Background: an optimization exercise with open tools, aiming at small area, a short achievable clock period and few clock cycles. Do not read the settings as production practice. Only simulation tests tie the RTL to the original design; equivalence was not proved. No activity file was given, so power comes from the tool's default toggle rates.

## line_edit_buffer
module line_edit_buffer (
    input  logic               i_clk,
    input  logic               i_rst_n,
    input  logic               i_cmd_valid,
    output logic               o_cmd_ready,
    input  logic [3:0]         i_cmd_kind,
    input  logic [7:0]         i_cmd_char_in,
    output logic               o_res_valid,
    input  logic               i_res_ready,
    output logic               o_res_accepted,
    output logic [6:0]         o_res_cursor_col,
    output logic [6:0]         o_res_line_length,
    output logic [15:0]        o_res_line_number,
    output logic               o_res_char_valid,
    output logic [7:0]         o_res_char_out,
    output logic               o_res_last
);
    localparam int CAP = lineb_pkg::LINE_CAP;
    localparam int NK = 9;
    logic          r_a_v, b_v, r_rdy, n_a_v, n_b_v;
    logic [NK-1:0] r_a_k, a_k_in;
    logic [3:0]    r_b_kind, a_kind_in;
    logic [7:0]    r_a_ch, r_b_ch;
    logic          take_in;
    logic          fire;        
    assign b_v         = !r_rdy;
    assign o_cmd_ready = r_rdy;
    assign take_in     = i_cmd_valid && r_rdy;
    always_comb begin
        n_a_v = r_a_v;
        n_b_v = b_v;
  ...
Size: ~3300 cells after synthesis, ~630 flip-flops, ~59 I/O pins, about 30000 sq um of cells after synthesis.
export LEC_CHECK = 0
export CAP_MARGIN = 20
export CORE_MARGIN = 2
export CORE_UTILIZATION = 35
export SETUP_SLACK_MARGIN = 2.7
export SLEW_MARGIN = 20
export SYNTH_HIERARCHICAL = 1
create_clock -name core_clock -period 5.0 [get_ports {i_clk}]
standard.sh (not shown) runs the stock make flow with config.mk's settings and CLKGATE_MAP_FILE= SYNTH_SCRIPT=/design/flow/synth_recipe.tcl, a recipe that flattens the netlist after the stock synthesis.
==> flow/flow/run.sh <==
#!/bin/bash
# The standard layout (standard.sh), with two changes:
# - the input and output ports are buffered with buf_4 cells. The default pick,
#   clkdlybuf4s50_1, is a slow delay cell, and the platform's footprint-matched resizing
#   cannot swap it for a faster buffer later.
# - clock tree synthesis clusters up to 20 sinks within 80 um per leaf buffer and adds no
#   dummy loads: about half the clock buffers of the default, with the same insertion delay
#   and flip-flop clock slews near 90 ps.
# The whole make output goes to run_standard.log here; ORFS keeps each step's log under orfs/logs.
set -euo pipefail
export BUFFER_PORTS_ARGS="-buffer_cell sky130_fd_sc_hd__buf_4"
export CTS_ARGS="-sink_clustering_enable -repair_clock_nets -sink_clustering_size 20 -sink_clustering_max_diameter 80 -dont_use_dummy_load"
bash standard.sh > run_standard.log 2>&1
The starting point completed without violations.
Testbench counts at the start, summed over its fixed seeds: cycles 21,059.
Edit:
--- a/flow/flow/run.sh
+++ b/flow/flow/run.sh
@@ -3 +3 @@
-# - the input and output ports are buffered with buf_4 cells. The default pick,
+# - the input and output ports are buffered with buf_2 cells. The default pick,
@@ -11 +11 @@
-export BUFFER_PORTS_ARGS="-buffer_cell sky130_fd_sc_hd__buf_4"
+export BUFFER_PORTS_ARGS="-buffer_cell sky130_fd_sc_hd__buf_2"
=> Wire length went up slightly. Critical path depth stays the same. Sequential power hardly moves. Setup slack gets worse by 0.027 ns. Clock-buffer cell count stays the same.
Edit:
--- a/flow/config.mk
+++ b/flow/config.mk
@@ -11 +11 @@
-export SETUP_SLACK_MARGIN = 2.7
+export SETUP_SLACK_MARGIN = 2.95
Register-to-register slack improved by 0.24 ns. Setup slack gains 0.10 ns. Routed wire length grows by 0.72%. Power is higher by 0.46%. Die area is unchanged.
Edit:
==> flow/flow/run.sh (replaced) <==
#!/bin/bash
# The standard layout (standard.sh), with one change: the input and output ports are
# buffered with buf_2 cells. The default pick, clkdlybuf4s50_1, is a slow delay cell, and
# the platform's footprint-matched resizing cannot swap it for a faster buffer later.
# The whole make output goes to run_standard.log here; ORFS keeps each step's log under orfs/logs.
set -euo pipefail
export BUFFER_PORTS_ARGS="-buffer_cell sky130_fd_sc_hd__buf_2"
bash standard.sh > run_standard.log 2>&1
--- a/flow/config.mk
+++ b/flow/config.mk
@@ -11 +11 @@
-export SETUP_SLACK_MARGIN = 2.95
+export SETUP_SLACK_MARGIN = 2.75
Result:
- total power increases by roughly a tenth
- critical path depth stays the same
- global-route usage is about the same
- count of clock-buffer cells in the layout went up by 69
- worst setup slack degrades by 0.039 ns
- routed wire length fell slightly
- sequential power hardly moves
- area after synthesis stays the same

[what the ideal ports hide]
The flow's constraints put no driver on any port. The routed layouts listed below were extracted and timed again, unchanged, in two steps.
Step 1: set_driving_cell puts a clkbuf_16 on i_clk and a buf_2 on each other input, an assumption about the parent block.
Step 2, shift: input delay + t, output delay - t, t = (earliest + latest rising clock arrival at the registers) / 2. This alone moves slack from input paths to output paths.
Slacks: ideal ports / drivers / drivers and shift; pairs: ideal ports / drivers.
run | shift t [ns] | setup slack, ns | worst setup path at the end | latest minus earliest clock arrival (ns)
the first run | 0.650 | 2.731 / 2.668 / 2.363 | input to register | 0.047 / 0.046
the second run | 0.659 | 2.704 / 2.632 / 2.288 | input to register | 0.043 / 0.042
the third run | 0.653 | 2.808 / 2.740 / 2.508 | input to register | 0.034 / 0.033
the fourth run | 0.694 | 2.769 / 2.696 / 2.212 | input to register | 0.036 / 0.036
After both steps every run listed still meets setup and hold. The setup slack of the fourth run, which loses most, moves by -0.073 ns with the drivers and by -0.557 ns with both steps.
